Context: an optimization exercise on an open-source flow, tuned for a short achievable clock period and few clock cycles per item. The choices shown serve that exercise and are no tape-out recipe.
In this exercise RTL edits were held to simulation tests only and were not proved equivalent to the original.
Power figures rest on the tool's default switching activity, not on a simulated workload.

==> flow/design.v <==
package tomasulo_pkg;
  localparam int WORD_W   = 32;
  localparam int NUM_REGS = 8;
  localparam int REG_AW   = 3;
  localparam int TAG_W    = 4;
  localparam int NUM_ROWS = 8;  
  typedef logic [WORD_W-1:0] word_t;
  typedef logic [REG_AW-1:0] reg_addr_t;
  typedef logic [TAG_W-1:0]  tag_t;
  typedef enum logic [1:0] {
    OP_ADD  = 2'd0,
    OP_MUL  = 2'd1,
    OP_MV   = 2'd2,
    OP_HALT = 2'd3
  } op_t;
  function automatic logic [2*WORD_W-1:0] csa(input word_t x, input word_t y, input word_t z);
    word_t s, c;
    s = x ^ y ^ z;
    c = ((x & y) | (x & z) | (y & z)) << 1;
    csa = {c, s};
  endfunction
endpackage
module reg_status (
  input  logic                    clk,
  input  logic                    reset,
  input  tomasulo_pkg::reg_addr_t src1,
  input  tomasulo_pkg::reg_addr_t src2,
  output tomasulo_pkg::word_t     op1_data,
  output tomasulo_pkg::word_t     op2_data,
  input  logic                    iss_en,
  input  logic                    iss_imm_mv,
  input  tomasulo_pkg::reg_addr_t iss_reg,
  input  tomasulo_pkg::word_t     iss_data,
  input  logic                    wb_valid,
  input  tomasulo_pkg::reg_addr_t wb_reg,
  input  tomasulo_pkg::word_t     wb_data,
  input  tomasulo_pkg::reg_addr_t rd_addr,
  output tomasulo_pkg::tag_t      rd_tag,
  output tomasulo_pkg::word_t     rd_data
);
  tomasulo_pkg::word_t               rf [0:tomasulo_pkg::NUM_REGS-1];
  logic [tomasulo_pkg::NUM_REGS-1:0] pend;
  assign op1_data = rf[src1];
  assign op2_data = rf[src2];
  assign rd_tag  = {{(tomasulo_pkg::TAG_W-1){1'b0}}, pend[rd_addr]};
  assign rd_data = rf[rd_addr];
  always_ff @(posedge clk) begin
    if (reset) begin
      for (int r = 0; r < tomasulo_pkg::NUM_REGS; r++) begin
        rf[r]   <= '0;
        pend[r] <= 1'b0;
      end
    end else begin
      for (int r = 0; r < tomasulo_pkg::NUM_REGS; r++) begin
        if (wb_valid && wb_reg == tomasulo_pkg::reg_addr_t'(r)) begin
          rf[r]   <= wb_data;
          pend[r] <= 1'b0;
        end
        if (iss_en && iss_reg == tomasulo_pkg::reg_addr_t'(r)) begin
          if (iss_imm_mv) rf[r] <= iss_data;
          pend[r] <= !iss_imm_mv;
        end
      end
    end
  end
endmodule
module res_station (
  input  logic                    clk,
  input  logic                    reset,
  input  logic                    alloc,
  input  tomasulo_pkg::op_t       op,
  input  tomasulo_pkg::reg_addr_t dst,
  input  tomasulo_pkg::reg_addr_t src1,
  input  tomasulo_pkg::reg_addr_t src2,
  input  logic                    has_imm,
  input  tomasulo_pkg::word_t     imm,
  output logic                    disp_valid,
  output tomasulo_pkg::op_t       disp_op,
  output tomasulo_pkg::reg_addr_t disp_dst,
  output tomasulo_pkg::reg_addr_t disp_src1,
  output tomasulo_pkg::reg_addr_t disp_src2,
  output logic                    disp_has_imm,
  output tomasulo_pkg::word_t     disp_imm
);
  always_ff @(posedge clk) begin
    if (reset) disp_valid <= 1'b0;
    else       disp_valid <= alloc;
  end
  always_ff @(posedge clk) begin
    disp_op      <= op;
    disp_dst     <= dst;
    disp_src1    <= src1;
    disp_src2    <= src2;
    disp_has_imm <= has_imm;
    disp_imm     <= imm;
  end
endmodule
module exec_units (
  input  logic                    clk,
  input  logic                    reset,
  input  logic                    in_valid,
  input  tomasulo_pkg::op_t       in_op,
  input  tomasulo_pkg::reg_addr_t in_dst,
  input  tomasulo_pkg::word_t     in_a,
  input  tomasulo_pkg::word_t     in_b,
  input  logic                    in_has_imm,
  input  tomasulo_pkg::word_t     in_imm,
  output logic                    wb_valid,
  output tomasulo_pkg::reg_addr_t wb_reg,
  output tomasulo_pkg::word_t     wb_data
);
  localparam int W = tomasulo_pkg::WORD_W;
  localparam int N = W / 2;  
  localparam int R = tomasulo_pkg::NUM_ROWS;
  tomasulo_pkg::word_t a, b;
  logic                is_mul;
  assign a      = in_a;
  assign b      = (in_op == tomasulo_pkg::OP_MV) ? '0 : in_has_imm ? in_imm : in_b;
  assign is_mul = (in_op == tomasulo_pkg::OP_MUL);
  tomasulo_pkg::word_t pp [0:N];
  logic [W:0]          bx;
  assign bx = {b, 1'b0};
  always_comb begin
    pp[N] = '0;
    for (int i = 0; i < N; i++) begin
      logic neg, one, two;
      tomasulo_pkg::word_t mag;
      neg = bx[2*i+2];
      one = bx[2*i+1] ^ bx[2*i];
      two = (bx[2*i+2] & ~bx[2*i+1] & ~bx[2*i]) | (~bx[2*i+2] & bx[2*i+1] & bx[2*i]);
      mag = ({W{one}} & a) | ({W{two}} & (a << 1));
      pp[i] = ({W{neg}} ^ mag) << (2*i);
      pp[N][2*i] = neg;
    end
  end
  tomasulo_pkg::word_t l1 [0:11];
  tomasulo_pkg::word_t l2 [0:7];
  always_comb begin
    for (int k = 0; k < 5; k++)
      {l1[2*k+1], l1[2*k]} = tomasulo_pkg::csa(pp[3*k], pp[3*k+1], pp[3*k+2]);
    l1[10] = pp[15];
    l1[11] = pp[16];
    for (int k = 0; k < 4; k++)
      {l2[2*k+1], l2[2*k]} = tomasulo_pkg::csa(l1[3*k], l1[3*k+1], l1[3*k+2]);
  end
  logic                    s2_valid;
  tomasulo_pkg::reg_addr_t s2_dst;
  tomasulo_pkg::word_t     s2_row [0:R-1];
  always_ff @(posedge clk) begin
    if (reset) s2_valid <= 1'b0;
    else       s2_valid <= in_valid;
  end
  always_ff @(posedge clk) begin
    s2_dst <= in_dst;
    if (is_mul) begin
      for (int k = 0; k < R; k++) s2_row[k] <= l2[k];
    end else begin
      s2_row[0] <= a;
      s2_row[1] <= b;
      for (int k = 2; k < R; k++) s2_row[k] <= '0;
    end
  end
  tomasulo_pkg::word_t l3 [0:5];
  tomasulo_pkg::word_t l4 [0:3];
  tomasulo_pkg::word_t l5 [0:2];
  tomasulo_pkg::word_t l6 [0:1];
  always_comb begin
    {l3[1], l3[0]} = tomasulo_pkg::csa(s2_row[0], s2_row[1], s2_row[2]);
    {l3[3], l3[2]} = tomasulo_pkg::csa(s2_row[3], s2_row[4], s2_row[5]);
    l3[4] = s2_row[6];
    l3[5] = s2_row[7];
    {l4[1], l4[0]} = tomasulo_pkg::csa(l3[0], l3[1], l3[2]);
    {l4[3], l4[2]} = tomasulo_pkg::csa(l3[3], l3[4], l3[5]);
    {l5[1], l5[0]} = tomasulo_pkg::csa(l4[0], l4[1], l4[2]);
    l5[2] = l4[3];
    {l6[1], l6[0]} = tomasulo_pkg::csa(l5[0], l5[1], l5[2]);
  end
  assign wb_valid = s2_valid;
  assign wb_reg   = s2_dst;
  assign wb_data  = l6[0] + l6[1];
endmodule
module issue_ctrl (
  input  logic clk,
  input  logic reset,
  input  logic req,
  output logic ack,
  output logic fire
);
  logic ack_q;
  always_ff @(posedge clk) begin
    if (reset) ack_q <= 1'b0;
    else       ack_q <= req;
  end
  assign ack  = ack_q;
  assign fire = req && !ack_q && !reset;
endmodule
module rs_core (
  input  logic                    clk,
  input  logic                    reset,
  input  logic                    req,
  input  tomasulo_pkg::op_t       op,
  input  tomasulo_pkg::reg_addr_t dst,
  input  tomasulo_pkg::reg_addr_t src1,
  input  tomasulo_pkg::reg_addr_t src2,
  input  logic                    has_imm,
  input  tomasulo_pkg::word_t     imm,
  output logic                    ack,
  input  tomasulo_pkg::reg_addr_t rd_addr,
  output tomasulo_pkg::tag_t      rd_tag,
  output tomasulo_pkg::word_t     rd_data
);
  logic fire, imm_mv, is_exec;
  logic                    disp_valid, disp_has_imm;
  tomasulo_pkg::op_t       disp_op;
  tomasulo_pkg::reg_addr_t disp_dst, disp_src1, disp_src2;
  tomasulo_pkg::word_t     disp_imm, op1_data, op2_data;
  logic                    wb_valid;
  tomasulo_pkg::reg_addr_t wb_reg;
  tomasulo_pkg::word_t     wb_data;
  issue_ctrl issue (.clk, .reset, .req, .ack, .fire);
  assign imm_mv  = (op == tomasulo_pkg::OP_MV) && has_imm;
  assign is_exec = (op != tomasulo_pkg::OP_HALT) && !imm_mv;
  reg_status status (
    .clk, .reset, .src1(disp_src1), .src2(disp_src2),
    .op1_data, .op2_data,
    .iss_en(fire && (op != tomasulo_pkg::OP_HALT)), .iss_imm_mv(imm_mv), .iss_reg(dst), .iss_data(imm),
    .wb_valid, .wb_reg, .wb_data,
    .rd_addr, .rd_tag, .rd_data
  );
  res_station rs (
    .clk, .reset, .alloc(fire && is_exec),
    .op, .dst, .src1, .src2, .has_imm, .imm,
    .disp_valid, .disp_op, .disp_dst, .disp_src1, .disp_src2, .disp_has_imm, .disp_imm
  );
  exec_units units (
    .clk, .reset,
    .in_valid(disp_valid), .in_op(disp_op), .in_dst(disp_dst),
    .in_a(op1_data), .in_b(op2_data), .in_has_imm(disp_has_imm), .in_imm(disp_imm),
    .wb_valid, .wb_reg, .wb_data
  );
endmodule
==> flow/run.sh <==
#!/bin/bash
# synth_recipe.tcl (not shown) runs the flow's synth.tcl, then flattens the netlist and writes it again
# the make line also repeats each setting of config.mk as NAME=value (left out here)
make -C /OpenROAD-flow-scripts/flow DESIGN_CONFIG=/design/flow/config.mk WORK_HOME=/design/flow/orfs CLKGATE_MAP_FILE= SYNTH_SCRIPT=/design/flow/synth_recipe.tcl finish
==> flow/config.mk <==
export PLATFORM = sky130hd
export DESIGN_NAME = rs_core
export DESIGN_NICKNAME = rs_core
export VERILOG_FILES = /design/flow/design.v
export SDC_FILE = /design/flow/constraint.sdc
export NUM_CORES = 4
export LEC_CHECK = 0
export ABC_CLOCK_PERIOD_IN_PS = 4000
export CAP_MARGIN = 20
export CORE_MARGIN = 2
export CORE_UTILIZATION = 40
export SETUP_SLACK_MARGIN = 5
export SLEW_MARGIN = 20
==> flow/constraint.sdc <==
create_clock -name core_clock -period 10.0 [get_ports {clk}]
set_input_delay 2.0000 -clock core_clock [delete_from_list [all_inputs] [get_ports {clk}]]
set_output_delay 2.0000 -clock core_clock [all_outputs]
set_load 0.01 [all_outputs]
==> summary.md, run 1 <==
| Metric | Value |
|---|---|
| Leakage | 17.1 nW |
| CTS Root Cell | clkbuf_16 |
| Fraction of layout cells with a size suffix above 1 | 15.1% |
| Async SR Flop Fraction | 0% |
| Vias | 42000 |
| Yosys cell types | 102 |
| Crit path max fanout | 7 |
| Worst relative slew slack | 19.6% |
| Maximum number of pins on one net before global-route repair | 125 |
| # IOs | 87 |
| Routed wire per std cell | 29.6 µm |
| Clock network latency to the later pin of the worst-skew pair | 0.70 ns |
| DRC viols | 0 |
| Deepest clock path buffer count | 3 |
| Layout Skew | 0.0463 ns |
| Max Slew Vio Count | 0 |
| Syn Inst Count | 5045 |
| Crit path DAT | 3.47 ns |
| Row count | 115 |
| Die H | 318 µm |
| Avg Inst Size Synth | 7.80 µm² |
| CTS tree | done |
| Synth warnings | 13 |
| GR Util All Layers | 35.1% |
| Status | no timing/DRC/antenna violations |
| Detailed-router iteration count before antenna repair | 9 |
| RSZ-0062 raised after global routing | yes |
| Peak supply drop | 0.000259 V |
| DR iter-0 viols | 6769 |
| CP required | 8.00 ns |
| First-pass GRT wire length | 266000 µm |
| Hold buffers post-CTS | 0 |
| Area delta synth->final | 15.9% |
| Total congestion overflow | 0 |
| Antenna-violating nets left | 0 |
| Synthesis-stage register bit count | 465 |
| WS Path Type | primary input to output port |
| Tot Pwr | 8.38 mW |
| Startpoint Class | primary input |
| Die area | 101000 µm² |
| Worst hold path type | flip-flop to flip-flop |
| Routed WL | 185000 µm |
| PortBufs | 83 |
| Initial antenna violation count | 8 |
| Synth Flop Type | dfxtp_1 |
| Core area | 98000 µm² |
| Max_cap viols | 0 |
| DPL Wire Length | 117000 µm |
| Min cycle time layout | 5.47 ns |
| F_max | 183 MHz |
| Setup violations, final | 0 |
| Slew @ Worst Pin | 1.21 ns |
| Vias in the first global route | 38500 |
| Setup_tns | 0 ns |
| Vias/cell | 6.73 |
| Fin nets | 5269 |
| Worst-path clk slew | 0.06 ns |
| Non-Filler Instances | 6245 |
| Final Cycle Share | 54.7% |
| Starting Density | 40.2% |
| Sink Count | 465 |
| CP endpoint kind | output port |
| Post-synth EDFFs | 0 |
| Fin util | 46.6% |
| Cts bufs inserted | 55 |
| CTS H-Tree Depth | 2 |
| Cells after DPL | 6018 |
| Final Hold Fails | 0 |
| Sequential fraction of the synthesis area | 23.6% |
| Final GP Congestion | 0.995 |
| Die Wd | 318 µm |
| Power Dens Cells | 184 nW/µm² |
| Mapped Area | 39400 µm² |
## critical path, stage by stage
cell       delay [ns]
buf_12           0.09
buf_16           0.16
clkinv_16        0.10
nor2_4           0.27
buf_6            0.18
a22o_1           0.12
a221oi_1         0.07
nor2_1           0.25
buf_2            0.19
## synth_stat cells, types with 65 or more instances
| cell | count | area share, % |
|---|---|---|
| o21ai_0 | 439 | 5.6 |
| nor2_1 | 608 | 5.8 |
| o221ai_1 | 116 | 2.6 |
| nand2_1 | 479 | 4.6 |
| xnor2_1 | 84 | 1.9 |
| a21oi_1 | 460 | 5.8 |
| a211oi_1 | 105 | 2.0 |
| ha_1 | 112 | 3.6 |
| nor3_1 | 81 | 1.0 |
| a311oi_1 | 65 | 1.4 |
| inv_1 | 216 | 2.1 |
| clkbuf_1 | 404 | 3.9 |
| a221oi_1 | 76 | 1.7 |
| and2_1 | 83 | 1.3 |
| mux2i_1 | 100 | 2.5 |
| fa_1 | 201 | 10 |
| o22ai_1 | 168 | 2.7 |
| dfxtp_1 | 465 | 24 |
## report_power, final
| group | leakage, nW | switching [mW] | internal, mW |
|---|---|---|---|
| Sequential | 3.79 | 0.0745 | 1.96 |
| Clock | 0.966 | 0.941 | 1.29 |
| Combinational | 12.4 | 2.65 | 1.47 |
| Total | 17.1 | 3.66 | 4.72 |
## placed cells by master (no fill, tap or decap), types with 76 or more instances in the layout
cell,netlist,routed
a21oi_1,460,440
a211oi_1,105,100
fa_1,201,201
and2_1,83,82
o22ai_1,168,165
inv_1,216,210
dfxtp_1,465,457
mux2i_1,100,99
ha_1,112,102
nand2_1,479,453
xnor2_1,84,76
o221ai_1,116,112
buf_4,11,182
nor2_1,608,562
o21ai_0,439,422
## logic make-up after synthesis
group,after synthesis,synth area share [%]
AO/OA/AOI/OAI,1758,29.1
flip-flops,465,23.6
XOR/XNOR,106,2.54
AND/OR/NAND/NOR,1444,15.8
other,1,0.00952
multiplexers,189,6.81
buffers and inverters,754,7.94
adder cells (fa/ha/maj),328,14.2
## registers in the layout, indices dropped and copies added (netlist names), 2 cells and up
name,flops
rs.disp_dst,3
rs.disp_imm,32
rs.disp_op,2
rs.disp_src1,3
rs.disp_src2,3
status.pend,8
status.rf,256
units.s2_dst,3
units.s2_row,151
## final timing paths
check / from / to / slack, ns / cells past startpoint
worst max-delay path: rd_addr[1] / rd_data[29] / 4.53 / 9
worst max register to register: rs.disp_src2[1] / units.s2_row[0][23] / 5.02 / 15
worst min-delay path: rs.disp_dst[2] / units.s2_dst[2] / 0.32 / 0
worst min register to register: rs.disp_dst[2] / units.s2_dst[2] / 0.32 / 0
## final cells by class
class	count	area [µm²]
Fill cell	9467	52400
Clock inverter	26	359
Antenna cell	5	12.5
Tap cell	1287	1610
Timing Repair Buffer	335	3520
Inverter	218	860
Clock buffer	78	1620
Sequential cell	465	9330
Multi-Input combinational cell	3830	28300
Timing Repair inverter	1	16.3
## layer usage
layer	track usage (%)	share of wire, %	vias up
li1	-	-	17800
met2	50.7	41	3345
met1	44.5	37	20000
met4	24.3	8.2	6
met5	0	0.027	-
met3	10.9	14	810
## per-stage QoR
step                hold slack, ns  area, µm²  setup slack [ns]
floorplan                    0.310      39600              4.95
global placement             0.311      40900              3.09
detailed placement           0.313      40900              3.06
CTS                          0.319      44500              4.57
global route                 0.321      45600              4.54
finish                       0.318      45600              4.53
## timing repair
action | 4_1_cts | 5_1_grt
endpoints found under the setup margin | 226 | 209
gates cloned | 14 | 1
pin swaps | 28 | 53
resized for setup | 292 | 160
buffers inserted | 51 | 52
Testbench counts, summed over its fixed seeds: cycles 6,480, instrs 3,280.
==> run 2, diff against run 1 <==
==> flow/flow/run.sh (new file) <==
#!/bin/bash
# The standard layout with two changes:
#  - after the standard synthesis, the read port (rd_addr -> rd_data, rd_tag)
#    is rebuilt as a decoded AND-OR mux (flow/rdmux.tcl, same function);
#  - the read-port pins are grouped on one edge (flow/pins.tcl).
# Each tool's output goes to a log file of its own in this folder.
set -e
export FLOWDIR=$PWD/flow
export RESULTS_DIR=$PWD/orfs/results/$FLOW_PLATFORM/rs_core/base
export LIB_FILE=$FLOW_HOME/platforms/$FLOW_PLATFORM/lib/sky130_fd_sc_hd__tt_025C_1v80.lib
bash standard.sh synth > synth.log 2>&1
openroad -no_init -exit $FLOWDIR/eco.tcl > eco.log 2>&1
export PRE_IO_PLACEMENT_TCL=$FLOWDIR/pins.tcl
bash standard.sh > standard.log 2>&1
==> flow/flow/eco.tcl (new file) <==
# Replace the read-port logic of the standard synthesis result in place.
set R $::env(RESULTS_DIR)
read_db $R/1_synth.odb
read_liberty $::env(LIB_FILE)
source $::env(FLOWDIR)/rdmux.tcl
write_db $R/1_synth.odb
==> flow/flow/pins.tcl (new file) <==
set rd_pins {}
foreach bt [[ord::get_db_block] getBTerms] {
  set n [$bt getName]
  if {[string match "rd_*" $n]} { lappend rd_pins $n }
}
puts "read-port pins: [llength $rd_pins]"
set_io_pin_constraint -pin_names $rd_pins -region top:*
==> flow/flow/rdmux.tcl (new file) <==
# Rebuild the read port (rd_data, rd_tag[0]) of the synthesized netlist as a
# one-hot AND-OR mux: rd_addr is decoded by one and3 per register (twice, each for half the bits), then
# per bit four a22oi and a nand4. The logic function is unchanged; only the
# gates between rd_addr / the register outputs and the ports are replaced.
set db    [ord::get_db]
set block [ord::get_db_block]

proc master {name} {
  set m [$::db findMaster "sky130_fd_sc_hd__$name"]
  if {$m eq "NULL" || $m eq ""} { error "rdmux: no cell $name" }
  return $m
}
proc net_of_port {name} {
  set bt [$::block findBTerm $name]
  if {$bt eq "NULL" || $bt eq ""} { error "rdmux: no port $name" }
  return [$bt getNet]
}
proc find_net {name} {
  set n [$::block findNet $name]
  if {$n eq "NULL" || $n eq ""} { error "rdmux: no net $name" }
  return $n
}
proc drv_iterm {net} {
  foreach it [$net getITerms] {
    if {[[$it getMTerm] getIoType] eq "OUTPUT"} { return $it }
  }
  return ""
}

set targets {}
for {set b 0} {$b < 32} {incr b} { lappend targets "rd_data\[$b\]" }
lappend targets "rd_tag\[0\]"
set target_nets {}
foreach t $targets { lappend target_nets [net_of_port $t] }

# cone of combinational cells behind the targets
set cone [dict create]
set work $target_nets
set seen [dict create]
while {[llength $work]} {
  set net [lindex $work 0]; set work [lrange $work 1 end]
  set nn [$net getName]
  if {[dict exists $seen $nn]} continue
  dict set seen $nn 1
  set d [drv_iterm $net]
  if {$d eq ""} continue
  set inst [$d getInst]
  if {[[$inst getMaster] isSequential]} continue
  dict set cone [$inst getName] $inst
  foreach it [$inst getITerms] {
    if {[[$it getMTerm] getIoType] eq "INPUT" && [$it getNet] ne "NULL" && [$it getNet] ne ""} {
      lappend work [$it getNet]
    }
  }
}
# keep only cells whose outputs feed nothing but the cone and the targets
set tnames {}
foreach n $target_nets { lappend tnames [$n getName] }
set changed 1
while {$changed} {
  set changed 0
  foreach name [dict keys $cone] {
    set inst [dict get $cone $name]
    set ok 1
    foreach it [$inst getITerms] {
      if {[[$it getMTerm] getIoType] ne "OUTPUT"} continue
      set net [$it getNet]
      if {$net eq "NULL" || $net eq ""} continue
      foreach l [$net getITerms] {
        if {$l eq $it} continue
        if {![dict exists $cone [[$l getInst] getName]]} { set ok 0 }
      }
      foreach bt [$net getBTerms] {
        if {[lsearch -exact $tnames [$net getName]] < 0} { set ok 0 }
      }
    }
    if {!$ok} { dict unset cone $name; set changed 1 }
  }
}
puts "rdmux: removing [dict size $cone] cells"
set dead_nets {}
foreach name [dict keys $cone] {
  set inst [dict get $cone $name]
  foreach it [$inst getITerms] {
    set net [$it getNet]
    if {$net ne "NULL" && $net ne "" && [[$it getMTerm] getIoType] eq "OUTPUT" && [lsearch -exact $tnames [$net getName]] < 0} { lappend dead_nets $net }
  }
  odb::dbInst_destroy $inst
}
foreach net [lsort -unique $dead_nets] {
  if {[llength [$net getITerms]] == 0 && [llength [$net getBTerms]] == 0} { odb::dbNet_destroy $net }
}

set k 0
proc cell {mname conns} {
  global k block
  set inst [odb::dbInst_create $block [master $mname] "rdmux_$k"]
  incr k
  foreach {pin net} $conns {
    set it [$inst findITerm $pin]
    if {$it eq "NULL" || $it eq ""} { error "rdmux: $mname has no pin $pin" }
    $it connect $net
  }
  return $inst
}
proc new_net {} {
  global k block
  set n [odb::dbNet_create $block "rdmux_n$k"]
  incr k
  return $n
}

set a0 [net_of_port "rd_addr\[0\]"]
set a1 [net_of_port "rd_addr\[1\]"]
set a2 [net_of_port "rd_addr\[2\]"]
# both polarities of the address, then one and3 per register and half of the bits
set an0 [new_net]; set an1 [new_net]; set an2 [new_net]
cell inv_2 [list A $a0 Y $an0]
cell inv_2 [list A $a1 Y $an1]
cell inv_2 [list A $a2 Y $an2]
set pol(0,0) $an0; set pol(0,1) $a0
set pol(1,0) $an1; set pol(1,1) $a1
set pol(2,0) $an2; set pol(2,1) $a2
for {set h 0} {$h < 2} {incr h} {
  for {set r 0} {$r < 8} {incr r} {
    set sel($h,$r) [new_net]
    cell and3_4 [list A $pol(0,[expr {$r & 1}]) B $pol(1,[expr {($r >> 1) & 1}]) C $pol(2,[expr {($r >> 2) & 1}]) X $sel($h,$r)]
  }
}

for {set b 0} {$b <= 32} {incr b} {
  for {set r 0} {$r < 8} {incr r} {
    if {$b < 32} { set dq($r) [find_net "status.rf\\\[$r\\\]\\\[$b\\\]"] } else { set dq($r) [find_net "status.pend\\\[$r\\\]"] }
  }
  set out [lindex $target_nets $b]
  set y {}
  for {set q 0} {$q < 4} {incr q} {
    set n [new_net]
    set r0 [expr {2*$q}]; set r1 [expr {2*$q+1}]
    set h [expr {$b < 16 ? 0 : 1}]
    cell a22oi_1 [list A1 $sel($h,$r0) A2 $dq($r0) B1 $sel($h,$r1) B2 $dq($r1) Y $n]
    lappend y $n
  }
  cell nand4_1 [list A [lindex $y 0] B [lindex $y 1] C [lindex $y 2] D [lindex $y 3] Y $out]
}
puts "rdmux: added [expr {$k}] objects"
==> flow/standard.sh (new file) <==
#!/bin/bash
# synth_recipe.tcl (not shown) runs the flow's synth.tcl, then flattens the netlist and writes it again
# the make line also repeats each setting of config.mk as NAME=value (left out here)
make -C /OpenROAD-flow-scripts/flow DESIGN_CONFIG=/design/flow/config.mk WORK_HOME=/design/flow/orfs CLKGATE_MAP_FILE= SYNTH_SCRIPT=/design/flow/synth_recipe.tcl "${@:-finish}"
removed: flow/run.sh
==> run 2 against run 1 <==
  * Critical path type unchanged
  * Count of clock-buffer cells in the layout fell by 5
  * Final area fell by 1.4%
  * Register-to-register slack got worse by 0.08 ns
  * Cell count fell by 0.45%
  * Die area fell by 1.6%
  * Critical path depth did not move
  * Routed wire length rose by 7.2%
  * Clock power fell by 5%
==> summary.md, run 2 <==
| Metric | Value |
|---|---|
| Status | no timing/DRC/antenna violations |
| Die Wd | 315 µm (-0.82%) |
| RSZ-0062 raised after global routing | yes |
| Max_cap viols | 0 (unchanged) |
| Worst hold path type | flip-flop to flip-flop |
| Largest register FFs | 256 (unchanged) |
| Leakage | 16.8 nW (-2.2%) |
| Cell Chain, Critical Path | buf_16, buf_4, buf_6, and3_4, buf_6, buf_6, a22oi_2, nand4_1, buf_2 |
| CP most frequent cell | buf_6 |
| Final Cycle Share | 55.9% (+1.3 points) |
| PortBufs | 83 (unchanged) |
| Final Hold Fails | 0 (unchanged) |
| Commonest non-fill, non-tap cell in the layout | nor2_1 |
| Routing usage on met1 | 46.7% (+2.3 points) |
| Max Slew Vio Count | 0 (unchanged) |
| Fin util | 46.7% (+0.18 points) |
| Startpoint Class | primary input |
| Most frequent cells in the layout | nor2_1, dfxtp_1, nand2_1 |
| Design area | 45000 µm² (-1.4%) |
| Worst path top cell family by delay | buffers and inverters |
| Avg Inst Size Synth | 7.82 µm² (+0.23%) |
| Core area | 96300 µm² (-1.7%) |
| Critical R2R Launch | units.s2_row[2][21] |
| DRC viols | 0 (unchanged) |
| # IOs | 87 (unchanged) |
| Fin nets | 5254 (-0.28%) |
| Detailed-router iteration count before antenna repair | 10 (+1) |
| Sink Count | 465 (unchanged) |
| Hold path depth | 0 (unchanged) |
| Crit path DAT | 3.59 ns (+0.12 ns) |
| Initial antenna violation count | 13 (+5) |
| CP endpoint kind | output port |
| Layout Skew | 0.0379 ns (-0.00840 ns) |
| Hold buffers post-CTS | 0 (unchanged) |
| Reg-to-Reg End | status.rf[6][29] |
| Routed WL | 198000 µm (+7.2%) |
| Vias/cell | 6.86 (+2.0%) |
| Clock network latency to the later pin of the worst-skew pair | 0.68 ns (-0.02 ns) |
| Area delta synth->final | 16.2% |
| CTS Root Cell | clkbuf_16 |
| Sum of buffers and inverters on the critical path | 6 (+1) |
| CTS H-Tree Depth | 2 (unchanged) |
| Reg2reg path depth | 18 (+3) |
| Mapped Area | 38700 µm² (-1.7%) |
| Peak supply drop | 0.000222 V (-14%) |
| Gr busiest metal | met2 |
| Fraction of layout cells with a size suffix above 1 | 16.0% (+0.89 points) |
| Fillers | 9411 (-0.59%) |
| Synth warnings | 13 (unchanged) |
| Most flop-heavy register | status.rf |
| Slowest library cell on the worst path | nand4_1 |
| GR Util All Layers | 38.4% (+3.4 points) |
| Syn Inst Count | 4950 (-1.9%) |
| DPL Wire Length | 127000 µm (+8.6%) |
| Cells after DPL | 5940 (-1.3%) |
| Slew @ Worst Pin | 1.22 ns (+0.0111 ns) |
| Vias in the first global route | 38800 (+0.89%) |
| Met3 Use GR | 14.2% (+3.3 points) |
| CTS tree | done |
| Crit path max fanout | 5 (-2) |
| Deepest clock path buffer count | 3 (unchanged) |
| Register Area | 9330 µm² (about the same) |
| First-pass GRT wire length | 280000 µm (+5.2%) |
| R2R Setup Slk | 4.94 ns (-0.08 ns) |
| Maximum number of pins on one net before global-route repair | 96 (-23%) |
| Min-delay src | rs.disp_dst[1] |
| Setup violations, final | 0 (unchanged) |
| CP required | 8.00 ns (about the same) |
| Regs by FF count | status.rf: 256 flops, units.s2_row: 151 flops, rs.disp_imm: 32 flops |
| WS Path Type | primary input to output port |
| Total congestion overflow | 0 (unchanged) |
| Power Dens Cells | 188 nW/µm² (+2.1%) |
| Min cycle time layout | 5.59 ns (+0.129 ns) |
| Cell Area, Placed | 40400 µm² (-1.3%) |
| Worst relative slew slack | 18.3% (-1.2 points) |
| Area occupied by multi-input gates | 28000 µm² (-0.95%) |
| Tot Pwr | 8.44 mW (+0.70%) |
| Cts bufs inserted | 55 (unchanged) |
| Routed wire per std cell | 31.9 µm (+7.6%) |
| Non-Filler Instances | 6217 (-0.45%) |
| Worst-path clk slew | 0.06 ns (about the same) |
| Endpoint, Worst Hold | units.s2_dst[1] |
| WHS | 0.327 ns (+0.00950 ns) |
| Setup ws final | 4.41 ns (-0.129 ns) |
| Setup_tns | 0 ns (unchanged) |
| Row count | 114 (-0.87%) |
| Worst path max stage delay | 0.39 ns (+0.12 ns) |
| Vias | 42700 (+1.5%) |
| Starting Density | 40.2% (about the same) |
| DR iter-0 viols | 7566 (+12%) |
| Pre-CTS setup slack | 3.72 ns (+0.657 ns) |
| Final GP Congestion | 1.01 (+1.6%) |
| Die area | 99300 µm² (-1.6%) |
| Antenna-violating nets left | 0 (unchanged) |
| Die H | 315 µm (-0.82%) |
| GR Util met2 | 56.1% (+5.4 points) |
| F_max | 179 MHz (-2.3%) |
## run 2: changes by cell type in the layout (fill, tap and decap cells not counted), moves of 27 or more
cell / previous run / this run
a22oi_1: 34 / 88
a22oi_2: 2 / 76
and3_4: 1 / 31
mux4_2: 60 / 33
nand4_1: 8 / 41
nor2_1: 562 / 532
## run 2: layout make-up
type,instances,share of cell area (%)
clock buffer,73,3.34
timing repair buffer,366,7.45
clock inverter,28,0.695
multi-input combinational,3785,62.3
inverter,218,1.93
antenna,6,0.0334
sequential,465,20.7
tap,1276,3.55
## run 2: power by group
| part | internal [mW] | total [mW] | switching (mW) |
|---|---|---|---|
| logic | 1.48 | 4.29 | 2.80 |
| registers | 1.96 | 2.05 | 0.0879 |
| clock network | 1.17 | 2.11 | 0.942 |
| total | 4.61 | 8.44 | 3.83 |
## run 2: timing repair
action,CTS,global route
buffers inserted,95,51
pin swaps,64,58
gates cloned,20,4
gates resized for setup,367,108
setup endpoints to repair,217,230
## run 2: how the worst max path moves through the flow
stage,slack [ns],depth (start not counted),startpoint,end
floorplan,5.08,19,units.s2_row[2][21],status.rf[3][29]
global placement,3.75,6,rd_addr[2],rd_data[0]
detailed placement,3.72,6,rd_addr[2],rd_data[1]
CTS,4.65,7,rd_addr[1],rd_data[0]
global route,4.29,7,rd_addr[0],rd_data[0]
finish,4.41,9,rd_addr[0],rd_data[20]
## run 2: metal layers
layer	up-vias	part of all wire (%)
li1	17800	-
met1	20200	36
met2	3564	41
met3	1048	14
met4	18	9.2
met5	-	0.076
==> run 3, diff against run 2 <==
==> flow/flow/pins.tcl (replaced) <==
# Read-port pins packed into the middle of the top edge, the address pins at
# the centre, so that the read mux, its inputs and its outputs sit together.
set block [ord::get_db_block]
set die [$block getDieArea]
set w [expr {[$die xMax] / 1000.0}]
set names {}
for {set b 0} {$b < 16} {incr b} { lappend names "rd_data\[$b\]" }
lappend names "rd_tag\[0\]" "rd_tag\[1\]" "rd_addr\[0\]" "rd_addr\[1\]" "rd_addr\[2\]" "rd_tag\[2\]" "rd_tag\[3\]"
for {set b 16} {$b < 32} {incr b} { lappend names "rd_data\[$b\]" }
set x0 [expr {int($w * 0.3)}]
set x1 [expr {int($w * 0.7)}]
puts "read-port pins: [llength $names] on top:$x0-$x1"
set_io_pin_constraint -pin_names $names -region top:$x0-$x1 -group -order
--- a/flow/flow/rdmux.tcl
+++ b/flow/flow/rdmux.tcl
@@ -1,4 +1,4 @@
 # Rebuild the read port (rd_data, rd_tag[0]) of the synthesized netlist as a
-# one-hot AND-OR mux: rd_addr is decoded by one and3 per register (twice, each for half the bits), then
+# one-hot AND-OR mux: rd_addr is decoded by one and3 per register (four times, each for a quarter of the bits), then
 # per bit four a22oi and a nand4. The logic function is unchanged; only the
 # gates between rd_addr / the register outputs and the ports are replaced.
@@ -114,13 +114,13 @@
 set a1 [net_of_port "rd_addr\[1\]"]
 set a2 [net_of_port "rd_addr\[2\]"]
-# both polarities of the address, then one and3 per register and half of the bits
+# both polarities of the address, then one and3 per register and quarter of the bits
 set an0 [new_net]; set an1 [new_net]; set an2 [new_net]
-cell inv_2 [list A $a0 Y $an0]
-cell inv_2 [list A $a1 Y $an1]
-cell inv_2 [list A $a2 Y $an2]
+cell inv_4 [list A $a0 Y $an0]
+cell inv_4 [list A $a1 Y $an1]
+cell inv_4 [list A $a2 Y $an2]
 set pol(0,0) $an0; set pol(0,1) $a0
 set pol(1,0) $an1; set pol(1,1) $a1
 set pol(2,0) $an2; set pol(2,1) $a2
-for {set h 0} {$h < 2} {incr h} {
+for {set h 0} {$h < 4} {incr h} {
   for {set r 0} {$r < 8} {incr r} {
     set sel($h,$r) [new_net]
@@ -138,9 +138,9 @@
     set n [new_net]
     set r0 [expr {2*$q}]; set r1 [expr {2*$q+1}]
-    set h [expr {$b < 16 ? 0 : 1}]
+    set h [expr {$b < 32 ? $b / 8 : 3}]
     cell a22oi_1 [list A1 $sel($h,$r0) A2 $dq($r0) B1 $sel($h,$r1) B2 $dq($r1) Y $n]
     lappend y $n
   }
-  cell nand4_1 [list A [lindex $y 0] B [lindex $y 1] C [lindex $y 2] D [lindex $y 3] Y $out]
+  cell nand4_2 [list A [lindex $y 0] B [lindex $y 1] C [lindex $y 2] D [lindex $y 3] Y $out]
 }
 puts "rdmux: added [expr {$k}] objects"
--- a/flow/config.mk
+++ b/flow/config.mk
@@ -9,5 +9,5 @@
 export CAP_MARGIN = 20
 export CORE_MARGIN = 2
-export CORE_UTILIZATION = 40
+export CORE_UTILIZATION = 55
 export SETUP_SLACK_MARGIN = 5
 export SLEW_MARGIN = 20
==> run 3 against run 2 <==
  * Non-clock buffer count is 118 lower
  * Combinational power shrank 9.1%
  * Hold slack gained 0.0017 ns
  * Setup slack better by 0.49 ns
  * Count of clock-buffer cells in the layout increased by 1
  * Die area shrank 26%
  * Clock power increased by 6%
  * First-iteration DRC count decreased by 4.1%
  * Via count down 2.0%
  * Global-route usage rose by 11 points
  * Routed wire length is 5.1% lower
  * Synthesized cell count rose by 0.32%
  * Largest power group unchanged
==> summary.md, run 3 <==
| Metric | Value |
|---|---|
| Critical Path End | units.s2_row[0][21] |
| Avg Inst Size Synth | 7.88 µm² (+0.69%) |
| Fraction of layout cells with a size suffix above 1 | 15.3% (-0.66 points) |
| CP most frequent cell | nand2_1 |
| PortBufs | 83 (unchanged) |
| Setup_tns | 0 ns (unchanged) |
| Slowest library cell on the worst path | dfxtp_4 |
| Die Wd | 271 µm (-14%) |
| Slew @ Worst Pin | 1.23 ns (+0.0149 ns) |
| Most frequent cells in the layout | nor2_1, dfxtp_1, nand2_1 |
| Deepest clock path buffer count | 3 (unchanged) |
| Initial antenna violation count | 11 (-2) |
| Worst-path clk slew | 0.06 ns (about the same) |
| Sink Count | 465 (unchanged) |
| Cell Area, Placed | 40200 µm² (-0.47%) |
| Reg2reg path depth | 15 (-3) |
| Non-Filler Instances | 5762 (-7.3%) |
| Commonest non-fill, non-tap cell in the layout | nor2_1 |
| Routed WL | 188000 µm (-5.1%) |
| Regs by FF count | status.rf: 256 flops, units.s2_row: 151 flops, rs.disp_imm: 32 flops |
| CTS tree | done |
| Die area | 73300 µm² (-26%) |
| Syn Inst Count | 4966 (+0.32%) |
| Stages on worst setup path | 15 (+6) |
| Design area | 44000 µm² (-2.2%) |
| Mapped Area | 39100 µm² (+1.0%) |
| Worst path max stage delay | 0.59 ns (+0.20 ns) |
| Vias | 41800 (-2.0%) |
| Routing usage on met1 | 64.0% (+17 points) |
| CP required | 10.40 ns (+2.40 ns) |
| Crit path DAT | 5.51 ns (+1.92 ns) |
| R2R Setup Slk | 4.89 ns (-0.05 ns) |
| Leakage | 16.1 nW (-3.7%) |
| Most flop-heavy register | status.rf |
| CP endpoint kind | flip-flop |
| Hold buffers post-CTS | 0 (unchanged) |
| GR Util All Layers | 49.8% (+11 points) |
| CTS H-Tree Depth | 2 (unchanged) |
| Max Slew Vio Count | 0 (unchanged) |
| Layout Skew | 0.0511 ns (+0.0132 ns) |
| F_max | 196 MHz (+9.5%) |
| Worst hold path type | flip-flop to flip-flop |
| Worst path top cell family by delay | compound AO/OA/AOI/OAI gates |
| Crit path max fanout | 40 (+35) |
| Routed wire per std cell | 32.7 µm (+2.4%) |
| Status | no timing/DRC/antenna violations |
| Peak supply drop | 0.000574 V (+160%) |
| Met3 Use GR | 21.4% (+7.2 points) |
| Fin nets | 5133 (-2.3%) |
| CTS Root Cell | clkbuf_16 |
| DPL Wire Length | 127000 µm (+0.21%) |
| Die H | 271 µm (-14%) |
| Reg-to-Reg End | units.s2_row[0][21] |
| Min cycle time layout | 5.11 ns (-0.485 ns) |
| Cell Chain, Critical Path | buf_12, mux4_2, mux2i_1, o21ai_1, and2_1, buf_4, nand2_1, o22ai_1, nand2_1, o21ai_0, a21oi_1, fa_1, fa_1, nand2_1, o21ai_0 |
| Worst relative slew slack | 17.8% (-0.51 points) |
| DR iter-0 viols | 7259 (-4.1%) |
| Cells after DPL | 5608 (-5.6%) |
| Maximum number of pins on one net before global-route repair | 114 (+19%) |
| Row count | 97 (-15%) |
| Setup violations, final | 0 (unchanged) |
| Max_cap viols | 0 (unchanged) |
| Core area | 70300 µm² (-27%) |
| DRC viols | 0 (unchanged) |
| Antenna-violating nets left | 0 (unchanged) |
| Vias/cell | 7.25 (+5.7%) |
| Area delta synth->final | 12.6% |
| Cts bufs inserted | 55 (unchanged) |
| Vias in the first global route | 38000 (-2.2%) |
| Detailed-router iteration count before antenna repair | 11 (+1) |
| First-pass GRT wire length | 271000 µm (-3.3%) |
| CP Launch Point | rs.disp_src2[0] |
| Final Hold Fails | 0 (unchanged) |
| WS Path Type | flip-flop to flip-flop |
| Startpoint Class | flip-flop |
| Starting Density | 55.7% (+15 points) |
| # IOs | 87 (unchanged) |
| Sum of buffers and inverters on the critical path | 2 (-4) |
| Critical R2R Launch | rs.disp_src2[0] |
| Gr busiest metal | met2 |
| Power Dens Cells | 186 nW/µm² (-0.78%) |
| Final GP Congestion | 1.06 (+5.2%) |
| Synth warnings | 13 (unchanged) |
| Largest register FFs | 256 (unchanged) |
| Final Cycle Share | 51.1% (-4.9 points) |
| Total congestion overflow | 0 (unchanged) |
| GR Util met2 | 68.4% (+12 points) |
| Clock network latency to the later pin of the worst-skew pair | 0.68 ns (about the same) |
| RSZ-0062 raised after global routing | yes |
[run 3: metrics by stage]
stage / setup slack (ns) / utilization [%] / hold slack, ns / power (mW)
CTS: 4.76 / 61.4 / 0.333 / 7.80
finish: 4.89 / 62.7 / 0.329 / 8.19
global route: 4.81 / 62.7 / 0.330 / 8.51
floorplan: 5.08 / - / 0.310 / 4.10
global placement: 3.59 / 57.2 / 0.315 / 5.32
detailed placement: 3.57 / 57.2 / 0.319 / 5.33
[run 3: worst min path at each step]
| stage | start | end | slack (ns) | depth (start not counted) |
|---|---|---|---|---|
| detailed placement | rs.disp_dst[0] | units.s2_dst[0] | 0.32 | 0 |
| global route | rs.disp_dst[0] | units.s2_dst[0] | 0.33 | 0 |
| finish | rs.disp_dst[0] | units.s2_dst[0] | 0.33 | 0 |
| global placement | rs.disp_dst[0] | units.s2_dst[0] | 0.31 | 0 |
| floorplan | rs.disp_dst[0] | units.s2_dst[0] | 0.31 | 0 |
| CTS | rs.disp_dst[0] | units.s2_dst[0] | 0.33 | 0 |
[run 3: repair_timing]
action | in CTS | in global routing
buffers inserted | 15 | 26
endpoints found under the setup margin | 238 | 212
resized for setup | 340 | 129
endpoints found under the hold margin | 0 | 0
pin swaps | 31 | 67
gates cloned | 1 | 3
[run 3: metal layers]
metal	share of wire (%)	up-vias	routed length, µm
li1	-	17600	-
met1	37	19700	68900
met2	39	3540	74300
met3	16	913	30200
met4	7.8	12	14600
met5	0.094	-	177
[run 3: where the power goes]
group	total, mW	internal, mW	switching, mW
sequential	2.06	1.96	0.102
combinational	3.90	1.38	2.52
clock	2.23	1.30	0.933
[run 3: final cells by class]
cell class,instances,area [µm²]
Fill cell,6159,26200
Clock buffer,74,1590
Timing Repair Buffer,248,2230
Clock inverter,28,375
Multi-Input combinational cell,3782,28400
Inverter,218,858
Sequential cell,465,9340
Antenna cell,7,17.5
Tap cell,940,1180
==> run 4, diff against run 3 <==
--- a/flow/config.mk
+++ b/flow/config.mk
@@ -9,5 +9,5 @@
 export CAP_MARGIN = 20
 export CORE_MARGIN = 2
-export CORE_UTILIZATION = 55
+export CORE_UTILIZATION = 40
 export SETUP_SLACK_MARGIN = 5
 export SLEW_MARGIN = 20
==> run 4 against run 3 <==
  * Synthesized area stayed put
  * Via count hardly changed
  * Register-to-register slack better by 0.08 ns
  * Non-clock buffer count is 22 higher
  * Sequential share of layout area is 0.38 points lower
  * Power is 2.0% higher
  * Clock power is 5% higher
  * Cell count is 6.4% higher
==> summary.md, run 4 <==
| Metric | Value |
|---|---|
| Slowest library cell on the worst path | and3_4 |
| Maximum number of pins on one net before global-route repair | 104 (-8.8%) |
| Clock power share | 28.0% (+0.7 points) |
| Fin nets | 5163 (+0.58%) |
| Critical R2R Launch | rs.disp_src1[2] |
| Hold path depth | 0 (unchanged) |
| Most flop-heavy register | status.rf |
| R2R Setup Slk | 4.97 ns (+0.08 ns) |
| Reg-to-Reg End | units.s2_row[0][9] |
| Antenna-violating nets left | 0 (unchanged) |
| Die H | 317 µm (+17%) |
| Core area | 96900 µm² (+38%) |
| # IOs | 87 (unchanged) |
| Mapped Area | 39100 µm² (unchanged) |
| Comb power frac | 47.4% (-0.2 points) |
| Cell Chain, Critical Path | buf_16, inv_12, and3_4, buf_4, a22oi_2, nand4_2, buf_2 |
| Min cycle time layout | 5.09 ns (-0.0173 ns) |
| Die area | 100000 µm² (+37%) |
| Crit path max fanout | 16 (-60%) |
| Setup violations, final | 0 (unchanged) |
| Fraction of layout cells with a size suffix above 1 | 15.5% (+0.19 points) |
| DRC viols | 0 (unchanged) |
| CP required | 8.00 ns (-2.40 ns) |
| Vias in the first global route | 38200 (+0.57%) |
| Max Slew Vio Count | 0 (unchanged) |
| WHS | 0.324 ns (-0.00438 ns) |
| P_int | 4.77 mW (+3.0%) |
| Detailed-router iteration count before antenna repair | 9 (-2) |
| GR Util All Layers | 38.4% (-11 points) |
| WS Path Type | primary input to output port |
| DPL Wire Length | 134000 µm (+5.4%) |
| Row count | 114 (+18%) |
| Max_cap viols | 0 (unchanged) |
| Worst path top cell family by delay | buffers and inverters |
| Worst relative slew slack | 11.6% (-6.3 points) |
| Worst path max stage delay | 0.23 ns (-0.36 ns) |
| Sequential share of power | 24.6% (-0.5 points) |
| Vias | 41800 (+0.091%) |
| Non-Filler Instances | 6133 (+6.4%) |
| Final Hold Fails | 0 (unchanged) |
| Routed wire per std cell | 32.7 µm (+0.13%) |
| Sw Share | 42.9% (-0.54 points) |
| Largest register FFs | 256 (unchanged) |
| Die Wd | 317 µm (+17%) |
| Synth warnings | 13 (unchanged) |
| Sw power | 3.59 mW (+0.76%) |
| First-pass GRT wire length | 280000 µm (+3.5%) |
| Hold buffers post-CTS | 0 (unchanged) |
| Vias/cell | 6.82 (-6.0%) |
| Cts bufs inserted | 58 (+5.5%) |
| M1 WL | 74000 µm (+7.3%) |
| DR iter-0 viols | 7043 (-3.0%) |
| Power Dens Cells | 187 nW/µm² (+0.21%) |
| Worst-path clk slew | 0.05 ns (about the same) |
| CP Launch Point | rd_addr[1] |
| Clock network latency to the later pin of the worst-skew pair | 0.71 ns (+0.03 ns) |
| CTS Root Cell | clkbuf_16 |
| Stages on worst setup path | 7 (-8) |
| Starting Density | 40.4% (-15 points) |
| CTS H-Tree Depth | 2 (unchanged) |
| Setup_tns | 0 ns (unchanged) |
| Leakage | 16.4 nW (+1.6%) |
| Commonest non-fill, non-tap cell in the layout | nor2_1 |
| Startpoint Class | primary input |
| Avg Inst Size Synth | 7.88 µm² (unchanged) |
| Total congestion overflow | 0 (unchanged) |
| Critical Path End | rd_data[16] |
| RSZ-0062 raised after global routing | yes |
| CTS tree | done |
| Worst hold path type | flip-flop to flip-flop |
| F_max | 196 MHz (+0.34%) |
| Initial antenna violation count | 14 (+3) |
| Final Cycle Share | 50.9% (-0.17 points) |
| Layout Skew | 0.0543 ns (+0.00320 ns) |
| Area delta synth->final | 14.6% |
| Reg2reg path depth | 11 (-4) |
| Sink Count | 465 (unchanged) |
| Sum of buffers and inverters on the critical path | 4 (+2) |
| Peak supply drop | 0.000265 V (-54%) |
| Regs by FF count | status.rf: 256 flops, units.s2_row: 151 flops, rs.disp_imm: 32 flops |
| Final GP Congestion | 1.03 (-3.5%) |
| Crit path DAT | 3.09 ns (-2.42 ns) |
| Metal3 WL | 26900 µm (-11%) |
| Slew @ Worst Pin | 1.33 ns (+0.0942 ns) |
| WL met2 | 83300 µm (+12%) |
| Syn Inst Count | 4966 (unchanged) |
| Deepest clock path buffer count | 3 (unchanged) |
| CP endpoint kind | output port |
| DR top layer | met5 |
| Most frequent cells in the layout | nor2_1, dfxtp_1, nand2_1 |
| Routed WL | 201000 µm (+6.6%) |
| Status | no timing/DRC/antenna violations |
| PortBufs | 83 (unchanged) |
| Cells after DPL | 5951 (+6.1%) |
## run 4: worst min-delay path by stage
stage	start	to	slack [ns]
floorplan	rs.disp_dst[0]	units.s2_dst[0]	0.31
global placement	rs.disp_dst[1]	units.s2_dst[1]	0.31
detailed placement	rs.disp_dst[1]	units.s2_dst[1]	0.31
CTS	rs.disp_dst[1]	units.s2_dst[1]	0.33
global route	rs.disp_dst[2]	units.s2_dst[2]	0.34
finish	rs.disp_dst[1]	units.s2_dst[1]	0.32
## run 4: area by class of cell
class / instances / area (µm²)
clock buffers: 74 / 1580
clock inverters: 33 / 485
flip-flops and latches: 465 / 9340
fillers: 9535 / 52000
inverters: 218 / 863
multi-input cells: 3787 / 28400
well taps: 1276 / 1600
repair buffers: 270 / 2510
diodes: 10 / 25.0
## run 4: power by group through the flow
stage | logic [mW] | clock network [mW] | registers (mW)
finish | 3.96 | 2.34 | 2.06
global route | 4.22 | 2.42 | 2.06
CTS | 3.52 | 2.35 | 2.05
detailed placement | 3.24 | 0 | 2.09
global placement | 3.21 | 0 | 2.09
floorplan | 2.06 | 0 | 2.04
## run 4: what timing repair did
action | 4_1_cts | 5_1_grt
resized for setup | 310 | 137
hold endpoints to repair | 0 | 0
setup endpoints to repair | 242 | 235
pin swaps | 31 | 47
buffers inserted | 18 | 33
cloned | 7 | 6
## run 4: through the flow
step	power (mW)	cell area, µm²	util (%)	setup slack, ns
6_report	8.36	44800	46.3	4.91
5_1_grt	8.71	44800	46.3	4.89
4_1_cts	7.93	43700	45.1	4.88
3_5_place_dp	5.33	40700	42.0	3.55
3_3_place_gp	5.31	40700	42.0	3.61
2_1_floorplan	4.10	39100	-	5.08
## run 4: layer usage
metal / track usage [%] / vias up
met2: 56.2 / 3291
met1: 49.3 / 20000
li1: - / 17700
met5: 0.189 / -
met3: 11.7 / 837
met4: 23.8 / 8
==> run 5, diff against run 4 <==
==> flow/design.v (replaced) <==
package tomasulo_pkg;
  localparam int WORD_W   = 32;
  localparam int NUM_REGS = 8;
  localparam int REG_AW   = 3;
  localparam int TAG_W    = 4;
  localparam int DIGITS   = WORD_W / 2;   
  localparam int NUM_ROWS = 6;            
  typedef logic [WORD_W-1:0]   word_t;
  typedef logic [REG_AW-1:0]   reg_addr_t;
  typedef logic [TAG_W-1:0]    tag_t;
  typedef logic [3*DIGITS-1:0] booth_t;   
  typedef enum logic [1:0] {
    OP_ADD  = 2'd0,
    OP_MUL  = 2'd1,
    OP_MV   = 2'd2,
    OP_HALT = 2'd3
  } op_t;
  function automatic logic [2*WORD_W-1:0] csa(input word_t x, input word_t y, input word_t z);
    word_t s, c;
    s = x ^ y ^ z;
    c = ((x & y) | (x & z) | (y & z)) << 1;
    csa = {c, s};
  endfunction
  function automatic booth_t booth(input word_t b);
    logic [WORD_W:0] bx;
    booth_t e;
    bx = {b, 1'b0};
    for (int i = 0; i < DIGITS; i++) begin
      e[3*i]   = bx[2*i+2];
      e[3*i+1] = bx[2*i+1] ^ bx[2*i];
      e[3*i+2] = (bx[2*i+2] & ~bx[2*i+1] & ~bx[2*i]) | (~bx[2*i+2] & bx[2*i+1] & bx[2*i]);
    end
    booth = e;
  endfunction
endpackage
module reg_status (
  input  logic                    clk,
  input  logic                    reset,
  output tomasulo_pkg::word_t  [tomasulo_pkg::NUM_REGS-1:0] rf_val,
  output tomasulo_pkg::booth_t [tomasulo_pkg::NUM_REGS-1:0] rf_enc,
  input  logic                    iss_en,
  input  logic                    iss_imm_mv,
  input  tomasulo_pkg::reg_addr_t iss_reg,
  input  tomasulo_pkg::word_t     iss_data,
  input  logic                    wb_valid,
  input  tomasulo_pkg::reg_addr_t wb_reg,
  input  tomasulo_pkg::word_t     wb_data,
  input  tomasulo_pkg::reg_addr_t rd_addr,
  output tomasulo_pkg::tag_t      rd_tag,
  output tomasulo_pkg::word_t     rd_data
);
  tomasulo_pkg::word_t               rf [0:tomasulo_pkg::NUM_REGS-1];
  logic [tomasulo_pkg::NUM_REGS-1:0] pend;
  always_comb begin
    for (int r = 0; r < tomasulo_pkg::NUM_REGS; r++) begin
      rf_val[r] = rf[r];
      rf_enc[r] = tomasulo_pkg::booth(rf[r]);
    end
  end
  assign rd_tag  = {{(tomasulo_pkg::TAG_W-1){1'b0}}, pend[rd_addr]};
  assign rd_data = rf[rd_addr];
  always_ff @(posedge clk) begin
    if (reset) begin
      for (int r = 0; r < tomasulo_pkg::NUM_REGS; r++) begin
        rf[r]   <= '0;
        pend[r] <= 1'b0;
      end
    end else begin
      for (int r = 0; r < tomasulo_pkg::NUM_REGS; r++) begin
        if (wb_valid && wb_reg == tomasulo_pkg::reg_addr_t'(r)) begin
          rf[r]   <= wb_data;
          pend[r] <= 1'b0;
        end
        if (iss_en && iss_reg == tomasulo_pkg::reg_addr_t'(r)) begin
          if (iss_imm_mv) rf[r] <= iss_data;
          pend[r] <= !iss_imm_mv;
        end
      end
    end
  end
endmodule
module res_station (
  input  logic                          clk,
  input  logic                          reset,
  input  logic                          alloc,
  input  tomasulo_pkg::op_t             op,
  input  tomasulo_pkg::reg_addr_t       dst,
  input  tomasulo_pkg::reg_addr_t       src1,
  input  tomasulo_pkg::reg_addr_t       src2,
  input  logic                          has_imm,
  input  tomasulo_pkg::word_t           imm,
  output logic                          disp_valid,
  output tomasulo_pkg::reg_addr_t       disp_dst,
  output logic [tomasulo_pkg::NUM_REGS-1:0] disp_a_sel,   
  output logic [tomasulo_pkg::NUM_REGS-1:0] disp_b_sel,   
  output logic                          disp_b_imm,       
  output logic [tomasulo_pkg::NUM_REGS-1:0] disp_m_sel,   
  output logic                          disp_m_imm,       
  output logic                          disp_m_one,       
  output tomasulo_pkg::word_t           disp_imm,
  output tomasulo_pkg::booth_t          disp_imm_enc
);
  logic is_mul, is_add;
  assign is_mul = (op == tomasulo_pkg::OP_MUL);
  assign is_add = (op == tomasulo_pkg::OP_ADD);
  always_ff @(posedge clk) begin
    if (reset) disp_valid <= 1'b0;
    else       disp_valid <= alloc;
  end
  always_ff @(posedge clk) begin
    disp_dst <= dst;
    for (int r = 0; r < tomasulo_pkg::NUM_REGS; r++) begin
      disp_a_sel[r] <= (src1 == tomasulo_pkg::reg_addr_t'(r));
      disp_b_sel[r] <= is_add && !has_imm && (src2 == tomasulo_pkg::reg_addr_t'(r));
      disp_m_sel[r] <= is_mul && !has_imm && (src2 == tomasulo_pkg::reg_addr_t'(r));
    end
    disp_b_imm   <= is_add && has_imm;
    disp_m_imm   <= is_mul && has_imm;
    disp_m_one   <= !is_mul;
    disp_imm     <= imm;
    disp_imm_enc <= tomasulo_pkg::booth(imm);
  end
endmodule
module exec_units (
  input  logic                    clk,
  input  logic                    reset,
  input  logic                    in_valid,
  input  tomasulo_pkg::reg_addr_t in_dst,
  input  tomasulo_pkg::word_t  [tomasulo_pkg::NUM_REGS-1:0] rf_val,
  input  tomasulo_pkg::booth_t [tomasulo_pkg::NUM_REGS-1:0] rf_enc,
  input  logic [tomasulo_pkg::NUM_REGS-1:0] a_sel,
  input  logic [tomasulo_pkg::NUM_REGS-1:0] b_sel,
  input  logic                    b_imm,
  input  logic [tomasulo_pkg::NUM_REGS-1:0] m_sel,
  input  logic                    m_imm,
  input  logic                    m_one,
  input  tomasulo_pkg::word_t     imm,
  input  tomasulo_pkg::booth_t    imm_enc,
  output logic                    wb_valid,
  output tomasulo_pkg::reg_addr_t wb_reg,
  output tomasulo_pkg::word_t     wb_data
);
  localparam int W = tomasulo_pkg::WORD_W;
  localparam int N = tomasulo_pkg::DIGITS;
  localparam int R = tomasulo_pkg::NUM_ROWS;
  tomasulo_pkg::word_t  a, brow;
  tomasulo_pkg::booth_t enc;
  always_comb begin
    a    = '0;
    brow = b_imm ? imm : '0;
    enc  = (m_imm ? imm_enc : '0) | (m_one ? tomasulo_pkg::booth_t'(3'b010) : '0);
    for (int r = 0; r < tomasulo_pkg::NUM_REGS; r++) begin
      a    = a    | (a_sel[r] ? rf_val[r] : '0);
      brow = brow | (b_sel[r] ? rf_val[r] : '0);
      enc  = enc  | (m_sel[r] ? rf_enc[r] : '0);
    end
  end
  tomasulo_pkg::word_t pp [0:N+1];
  always_comb begin
    pp[N]   = '0;
    pp[N+1] = brow;
    for (int i = 0; i < N; i++) begin
      logic neg, one, two;
      tomasulo_pkg::word_t mag;
      neg = enc[3*i];
      one = enc[3*i+1];
      two = enc[3*i+2];
      mag = ({W{one}} & a) | ({W{two}} & (a << 1));
      pp[i] = ({W{neg}} ^ mag) << (2*i);
      pp[N][2*i] = neg;
    end
  end
  tomasulo_pkg::word_t l1 [0:11];
  tomasulo_pkg::word_t l2 [0:7];
  tomasulo_pkg::word_t l3 [0:5];
  always_comb begin
    for (int k = 0; k < 6; k++)
      {l1[2*k+1], l1[2*k]} = tomasulo_pkg::csa(pp[3*k], pp[3*k+1], pp[3*k+2]);
    for (int k = 0; k < 4; k++)
      {l2[2*k+1], l2[2*k]} = tomasulo_pkg::csa(l1[3*k], l1[3*k+1], l1[3*k+2]);
    {l3[1], l3[0]} = tomasulo_pkg::csa(l2[0], l2[1], l2[2]);
    {l3[3], l3[2]} = tomasulo_pkg::csa(l2[3], l2[4], l2[5]);
    l3[4] = l2[6];
    l3[5] = l2[7];
  end
  logic                    s2_valid;
  tomasulo_pkg::reg_addr_t s2_dst;
  tomasulo_pkg::word_t     s2_row [0:R-1];
  always_ff @(posedge clk) begin
    if (reset) s2_valid <= 1'b0;
    else       s2_valid <= in_valid;
  end
  always_ff @(posedge clk) begin
    s2_dst <= in_dst;
    for (int k = 0; k < R; k++) s2_row[k] <= l3[k];
  end
  tomasulo_pkg::word_t l4 [0:3];
  tomasulo_pkg::word_t l5 [0:2];
  tomasulo_pkg::word_t l6 [0:1];
  always_comb begin
    {l4[1], l4[0]} = tomasulo_pkg::csa(s2_row[0], s2_row[1], s2_row[2]);
    {l4[3], l4[2]} = tomasulo_pkg::csa(s2_row[3], s2_row[4], s2_row[5]);
    {l5[1], l5[0]} = tomasulo_pkg::csa(l4[0], l4[1], l4[2]);
    l5[2] = l4[3];
    {l6[1], l6[0]} = tomasulo_pkg::csa(l5[0], l5[1], l5[2]);
  end
  assign wb_valid = s2_valid;
  assign wb_reg   = s2_dst;
  assign wb_data  = l6[0] + l6[1];
endmodule
module issue_ctrl (
  input  logic clk,
  input  logic reset,
  input  logic req,
  output logic ack,
  output logic fire
);
  logic ack_q;
  always_ff @(posedge clk) begin
    if (reset) ack_q <= 1'b0;
    else       ack_q <= req;
  end
  assign ack  = ack_q;
  assign fire = req && !ack_q && !reset;
endmodule
module rs_core (
  input  logic                    clk,
  input  logic                    reset,
  input  logic                    req,
  input  tomasulo_pkg::op_t       op,
  input  tomasulo_pkg::reg_addr_t dst,
  input  tomasulo_pkg::reg_addr_t src1,
  input  tomasulo_pkg::reg_addr_t src2,
  input  logic                    has_imm,
  input  tomasulo_pkg::word_t     imm,
  output logic                    ack,
  input  tomasulo_pkg::reg_addr_t rd_addr,
  output tomasulo_pkg::tag_t      rd_tag,
  output tomasulo_pkg::word_t     rd_data
);
  localparam int NR = tomasulo_pkg::NUM_REGS;
  logic fire, imm_mv, is_exec;
  tomasulo_pkg::word_t  [NR-1:0] rf_val;
  tomasulo_pkg::booth_t [NR-1:0] rf_enc;
  logic                    disp_valid, disp_b_imm, disp_m_imm, disp_m_one;
  tomasulo_pkg::reg_addr_t disp_dst;
  logic [NR-1:0]           disp_a_sel, disp_b_sel, disp_m_sel;
  tomasulo_pkg::word_t     disp_imm;
  tomasulo_pkg::booth_t    disp_imm_enc;
  logic                    wb_valid;
  tomasulo_pkg::reg_addr_t wb_reg;
  tomasulo_pkg::word_t     wb_data;
  issue_ctrl issue (.clk, .reset, .req, .ack, .fire);
  assign imm_mv  = (op == tomasulo_pkg::OP_MV) && has_imm;
  assign is_exec = (op != tomasulo_pkg::OP_HALT) && !imm_mv;
  reg_status status (
    .clk, .reset, .rf_val, .rf_enc,
    .iss_en(fire && (op != tomasulo_pkg::OP_HALT)), .iss_imm_mv(imm_mv), .iss_reg(dst), .iss_data(imm),
    .wb_valid, .wb_reg, .wb_data,
    .rd_addr, .rd_tag, .rd_data
  );
  res_station rs (
    .clk, .reset, .alloc(fire && is_exec),
    .op, .dst, .src1, .src2, .has_imm, .imm,
    .disp_valid, .disp_dst, .disp_a_sel, .disp_b_sel, .disp_b_imm,
    .disp_m_sel, .disp_m_imm, .disp_m_one, .disp_imm, .disp_imm_enc
  );
  exec_units units (
    .clk, .reset,
    .in_valid(disp_valid), .in_dst(disp_dst),
    .rf_val, .rf_enc,
    .a_sel(disp_a_sel), .b_sel(disp_b_sel), .b_imm(disp_b_imm),
    .m_sel(disp_m_sel), .m_imm(disp_m_imm), .m_one(disp_m_one),
    .imm(disp_imm), .imm_enc(disp_imm_enc),
    .wb_valid, .wb_reg, .wb_data
  );
endmodule
--- a/flow/flow/run.sh
+++ b/flow/flow/run.sh
@@ -12,3 +12,3 @@
 openroad -no_init -exit $FLOWDIR/eco.tcl > eco.log 2>&1
 export PRE_IO_PLACEMENT_TCL=$FLOWDIR/pins.tcl
-bash standard.sh > standard.log 2>&1
+bash standard.sh SETUP_SLACK_MARGIN=5.4 finish > standard.log 2>&1
--- a/flow/flow/rdmux.tcl
+++ b/flow/flow/rdmux.tcl
@@ -129,7 +129,21 @@
 }
 
+# register outputs, found by the register cells' names
+set qnet [dict create]
+foreach inst [$block getInsts] {
+  set n [string map {"\\" ""} [$inst getName]]
+  if {[regexp {^status\.rf\[(\d+)\]\[(\d+)\]\$} $n -> r b]} {
+    dict set qnet "rf $r $b" [[$inst findITerm Q] getNet]
+  } elseif {[regexp {^status\.pend\[(\d+)\]\$} $n -> r]} {
+    dict set qnet "pend $r" [[$inst findITerm Q] getNet]
+  }
+}
+puts "rdmux: [dict size $qnet] register outputs"
+
 for {set b 0} {$b <= 32} {incr b} {
   for {set r 0} {$r < 8} {incr r} {
-    if {$b < 32} { set dq($r) [find_net "status.rf\\\[$r\\\]\\\[$b\\\]"] } else { set dq($r) [find_net "status.pend\\\[$r\\\]"] }
+    if {$b < 32} { set key "rf $r $b" } else { set key "pend $r" }
+    if {![dict exists $qnet $key]} { error "rdmux: no register for $key" }
+    set dq($r) [dict get $qnet $key]
   }
   set out [lindex $target_nets $b]
==> run 5 against run 4 <==
  * Clock power about the same
  * Setup slack worse by 0.052 ns
  * Still clean
  * Core utilization is 0.38 points higher
  * Largest power group is now the clock network
==> summary.md, run 5 <==
| Metric | Value |
|---|---|
| Die Wd | 324 µm (+2.4%) |
| Cts bufs inserted | 59 (+1.7%) |
| Crit path max fanout | 16 (unchanged) |
| Fin nets | 5165 (+0.039%) |
| Initial antenna violation count | 9 (-5) |
| DR iter-0 viols | 7361 (+4.5%) |
| Fillers | 9760 (+2.4%) |
| CTS H-Tree Depth | 2 (unchanged) |
| First-pass GRT wire length | 286000 µm (+2.2%) |
| Syn Inst Count | 4998 (+0.64%) |
| R2R Setup Slk | 5.46 ns (+0.49 ns) |
| Hold buffers post-CTS | 0 (unchanged) |
| Vias in the first global route | 39800 (+4.3%) |
| Final Hold Fails | 0 (unchanged) |
| Worst relative slew slack | 15.6% (+4.1 points) |
| Setup violations, final | 0 (unchanged) |
| DRC viols | 0 (unchanged) |
| WL met2 | 80500 µm (-3.4%) |
| Max_cap viols | 0 (unchanged) |
| Peak supply drop | 0.000139 V (-47%) |
| Metal3 WL | 32400 µm (+20%) |
| CP required | 8.00 ns (about the same) |
| Startpoint Class | primary input |
| GR Util All Layers | 37.2% (-1.1 points) |
| Fraction of layout cells with a size suffix above 1 | 16.1% (+0.60 points) |
| Total congestion overflow | 0 (unchanged) |
| Regs by FF count | status.rf: 256 flops, units.s2_row: 140 flops, rs.disp_imm_enc: 48 flops |
| Area delta synth->final | 15.7% |
| Die area | 105000 µm² (+4.8%) |
| DR top layer | met5 |
| Crit path DAT | 3.14 ns (+0.05 ns) |
| Max Slew Vio Count | 0 (unchanged) |
| Worst hold path type | flip-flop to flip-flop |
| Sink Count | 503 (+8.2%) |
| Die H | 324 µm (+2.4%) |
| Core area | 102000 µm² (+5.0%) |
| Row count | 117 (+2.6%) |
| Largest register FFs | 256 (unchanged) |
| Routed wire per std cell | 32.9 µm (+0.60%) |
| Register Area | 10200 µm² (+9.8%) |
| PortBufs | 83 (unchanged) |
| F_max | 194 MHz (-1.0%) |
| Layout Skew | 0.0315 ns (-0.0228 ns) |
| Slew @ Worst Pin | 1.26 ns (-0.0638 ns) |
| Detailed-router iteration count before antenna repair | 14 (+5) |
| Vias/cell | 6.92 (+1.5%) |
| Commonest non-fill, non-tap cell in the layout | dfxtp_1 |
| Antenna-violating nets left | 0 (unchanged) |
| Deepest clock path buffer count | 3 (unchanged) |
| Power Dens Cells | 142 nW/µm² (-24%) |
| DPL Wire Length | 126000 µm (-6.2%) |
| Status | no timing/DRC/antenna violations |
| Setup_tns | 0 ns (unchanged) |
| Tot Pwr | 6.76 mW (-19%) |
| CTS Root Cell | clkbuf_16 |
| WS Path Type | primary input to output port |
| RSZ-0062 raised after global routing | yes |
| Starting Density | 40.3% (-0.070 points) |
| Final Cycle Share | 51.4% (+0.52 points) |
| CP endpoint kind | output port |
| Maximum number of pins on one net before global-route repair | 188 (+81%) |
| Vias | 42800 (+2.4%) |
| Final GP Congestion | 1.01 (-1.8%) |
| Area occupied by multi-input gates | 29300 µm² (+3.1%) |
| # IOs | 87 (unchanged) |
| Most flop-heavy register | status.rf |
| Clock network latency to the later pin of the worst-skew pair | 0.68 ns (-0.03 ns) |
| Min cycle time layout | 5.14 ns (+0.0523 ns) |
| CTS tree | done |
| Routed WL | 204000 µm (+1.4%) |
| Mapped Area | 41000 µm² (+4.9%) |
==> run 5: report_power, final <==
group	leakage [nW]	internal (mW)	total [mW]	switching, mW
logic	12.6	0.770	2.21	1.44
registers	4.16	2.09	2.18	0.0923
clock network	1.02	1.37	2.37	0.999
total	17.8	4.23	6.76	2.53
==> run 5: area by class of cell <==
cell class                 instances  area share, %
clock buffer                      80           3.59
tap                             1368           3.61
antenna                            7         0.0369
clock inverter                    28          0.722
sequential                       503           21.6
multi-input combinational       3608           61.8
timing repair buffer             274           6.06
inverter                         317           2.64
==> run 5: layer usage <==
layer / up-vias / track usage, %
met1: 20800 / 46.6
met4: 19 / 23.7
met3: 958 / 16.5
met5: - / 1.53
li1: 17400 / -
met2: 3698 / 51.5
==> run 5: final timing paths <==
path | start | endpoint | cells after the start
min reg2reg | rs.disp_dst[0] | units.s2_dst[0] | 0
max | rd_addr[0] | rd_data[10] | 6
min | rs.disp_dst[0] | units.s2_dst[0] | 0
max reg2reg | status.rf[5][25] | units.s2_row[2][31] | 16
==> run 5: timing repair <==
action                     CTS  global route
pin swaps                   54            70
buffers inserted            21            53
gates cloned                 6             8
resized for setup          397           262
setup endpoints to repair  160           160
==> run 5: critical path: stages <==
cell and delay (ns):
buf_16 0.12, inv_12 0.06, and3_4 0.23, a22oi_2 0.24, nand4_4 0.27, buf_6 0.22
==> run 5: metrics by stage <==
stage	utilization, %	area (µm²)	worst slack [ns]	cells	hold WS [ns]
final	46.7	47500	4.86	6185	0.326
after detailed placement	41.8	42500	3.38	5982	0.316
after CTS	45.2	46000	4.96	6117	0.329
after floorplan	-	41000	5.42	5000	0.310
after global placement	41.8	42500	3.49	5982	0.312
after global routing	46.6	47500	4.88	6178	0.333
Testbench counts of run 5, summed over its fixed seeds: cycles 6,480, instrs 3,280.
